Source: an optimization exercise on an open RTL-to-GDS flow (aim: small area, a short achievable clock period and few clock cycles). Production flows keep margins and buffers that such runs may drop.
In this exercise RTL edits were held to simulation tests only and were not proved equivalent to the original.

## v20
Design fc3_classify, start of the top module:
module fc3_classify #(
  parameter int N_IN    = 84,
  parameter int N_OUT   = 10,
  parameter int DW      = 16,
  parameter int WW      = 8,
  parameter int ACC_W   = 32,
  parameter int B_SHIFT = 8,
  parameter int RD_LAT  = 2
) (
  input  logic                  clk,
  input  logic                  rst_n,
  input  logic                  start,
  output logic [6:0]            f7_raddr,
  input  logic [DW-1:0]         f7_rdata,
  output logic [6:0]            w_raddr,
  input  logic [N_OUT*WW-1:0]   w_rdata,
  input  logic [N_OUT*16-1:0]   bias,
  output logic                  busy,
  output logic                  done,
  output logic [3:0]            class_out,
  output logic [ACC_W-1:0]      max_score
);
  localparam int AW = 30;
  logic       run_q;
  logic [6:0] addr_q;
  logic [2:0] vld_q;       
  logic       done_q;
  logic [4:0] ptr_q;       
  logic [4:0] cmp_q;       
  logic       start_acc, fetch, ready;
  logic       load_q;      
  logic [N_OUT-1:0] pend_l;
  logic [4:0] settled;
  assign start_acc = start & ~run_q;
  assign fetch     = start_acc | (addr_q != 7'd0);
  for (genvar t = 0; t < 5; t++) begin : g_settled
    assign settled[t] = ~pend_l[2*t] & ~pend_l[2*t+1];
  end
  assign ready     = |(ptr_q & settled);
  always_ff @(posedge clk or negedge rst_n) begin
    if (!rst_n) begin
      run_q  <= 1'b0;
      load_q <= 1'b0;
      addr_q <= '0;
      vld_q  <= '0;
      ptr_q  <= '0;
      cmp_q  <= '0;
      done_q <= 1'b0;
    end else begin
      run_q  <= start_acc | (run_q & ~cmp_q[4]);
      load_q <= start_acc;
      addr_q <= (fetch && addr_q != 7'(N_IN-1)) ? addr_q + 7'd1 : 7'd0;
      vld_q  <= {vld_q[1:0], fetch};
      ptr_q  <= (vld_q[2] & ~vld_q[1]) ? 5'b00001 : (ready ? {ptr_q[3:0], 1'b0} : ptr_q);
      cmp_q  <= ready ? ptr_q : 5'b00000;
      done_q <= cmp_q[4];
    end
  end
  logic [DW-1:0] gx;
  logic [17:0]   gx3, fx3;
  logic [DW-1:0] x_q [2];
  logic [17:0]   x3_q [2];
  ...
==> flow/config.mk <==
export PLATFORM = sky130hd
export DESIGN_NAME = fc3_classify
export DESIGN_NICKNAME = fc3_classify
export VERILOG_FILES = /design/flow/design.v
export SDC_FILE = /design/flow/constraint.sdc
export NUM_CORES = 4
export LEC_CHECK = 0
export CAP_MARGIN = 20
export CELL_PAD_IN_SITES_DETAIL_PLACEMENT = 1
export CELL_PAD_IN_SITES_GLOBAL_PLACEMENT = 1
export CORE_MARGIN = 2
export CORE_UTILIZATION = 40
export SETUP_SLACK_MARGIN = 5
export SLEW_MARGIN = 20
==> flow/constraint.sdc <==
create_clock -name core_clock -period 10.0 [get_ports {clk}]
set_input_delay 2.0000 -clock core_clock [delete_from_list [all_inputs] [get_ports {clk}]]
set_output_delay 2.0000 -clock core_clock [all_outputs]
set_load 0.01 [all_outputs]
standard.sh (not shown) runs the stock make flow with config.mk's settings and CLKGATE_MAP_FILE= SYNTH_SCRIPT=/design/flow/synth_recipe.tcl, a recipe that flattens the netlist after the stock synthesis.
==> flow/flow/run.sh <==
#!/bin/bash
set -euo pipefail
bash standard.sh SETUP_SLACK_MARGIN=6.3 'BUFFER_PORTS_ARGS=-buffer_cell sky130_fd_sc_hd__buf_1' finish > standard_flow.log 2>&1
v20 went all the way through synthesis, placement and routing and the layout is clean on timing, DRC and antenna.
Testbench counts of v20, summed over its fixed seeds: cycles 18,062.
> inputs changed (v20 -> v44)
- CTS_BUF_LIST newly set to sky130_fd_sc_hd__clkbuf_4 sky130_fd_sc_hd__clkbuf_8
### Flow results
Compared v44 against v20; met2 routing resource usage after global routing within noise. v44: count of clock-buffer cells in the layout is 84 higher than what v20 reported. In the tables for v44 and v20, final cell count reads higher with v44. Cmp v44 and v20 / number of levels the H-tree was split into / higher: v44.
> inputs changed (v44 -> v42)
- CORE_UTILIZATION: 40 -> 48
- CTS_BUF_LIST: sky130_fd_sc_hd__clkbuf_4 sky130_fd_sc_hd__clkbuf_8 -> unset
### Flow results
v42 ended with less design area than v44.
Per the comparison of v42 with v44, number of standard-cell rows in the floorplan lower, HPWL reported at the end of detailed placement lower, antenna diode count higher, CTS buffer count lower.
After synthesis and placement, the instance count of v42 is below that of v44.
In v42 the final critical delay including setup and external delays turned out 0.0079 ns higher than in v44.
### v42 -> v10
- setting CTS_BUF_LIST to sky130_fd_sc_hd__clkbuf_4 sky130_fd_sc_hd__clkbuf_8 for the first time
==> comparison <==
Status | v10 and v42 | clean. Delta (v10 minus v42): design area increased 1.2%. Non-clock buffer count sits higher in v10 than in v42. Looking at sequential share of layout area, v10 sits 0.24 points lower than v42 does. Final period utilization: v10 vs v42 up 1.5 points. Total of clock buffers placed in the layout, v10 and v42: higher on v10. v42 → v10: routed metal-1 wire length roughly the same; maximum frequency went down by about 4%; final cell count picked up an extra about 1.3%.

separate check: timing with driven ports:
How much do the figures lean on ideal ports? The routed layouts below were timed once more, with nothing changed but the port constraints. Step 1 assumes that a clkbuf_16 drives the clock port and a buf_2 every other input. Step 2 moves the port delays by t, midway between the first and last clock arrival at a register: inputs arrive t later, outputs are due t later. That takes back most of the time a late clock gives input paths. Slacks: ideal ports / drivers / drivers and shift; pairs: ideal ports / drivers.
| run | shift t [ns] | setup slack, ns | hold WS [ns] | pins driven straight from the clock port |
|---|---|---|---|---|
| v20 | 0.798 | 6.185 / 6.185 / 5.752 | 0.356 / 0.356 / 0.356 | 1 |
| v44 | 0.963 | 6.178 / 6.178 / 5.756 | 0.354 / 0.354 / 0.354 | 1 |
| v42 | 0.762 | 6.170 / 6.170 / 5.649 | 0.349 / 0.349 / 0.349 | 1 |
| v10 | 0.950 | 6.017 / 6.017 / 5.616 | 0.348 / 0.348 / 0.348 | 1 |
After both steps setup and hold are still met in every run listed. For v42, which loses most, drivers alone change the setup slack by 0.000 ns; drivers and shift together by -0.521 ns.
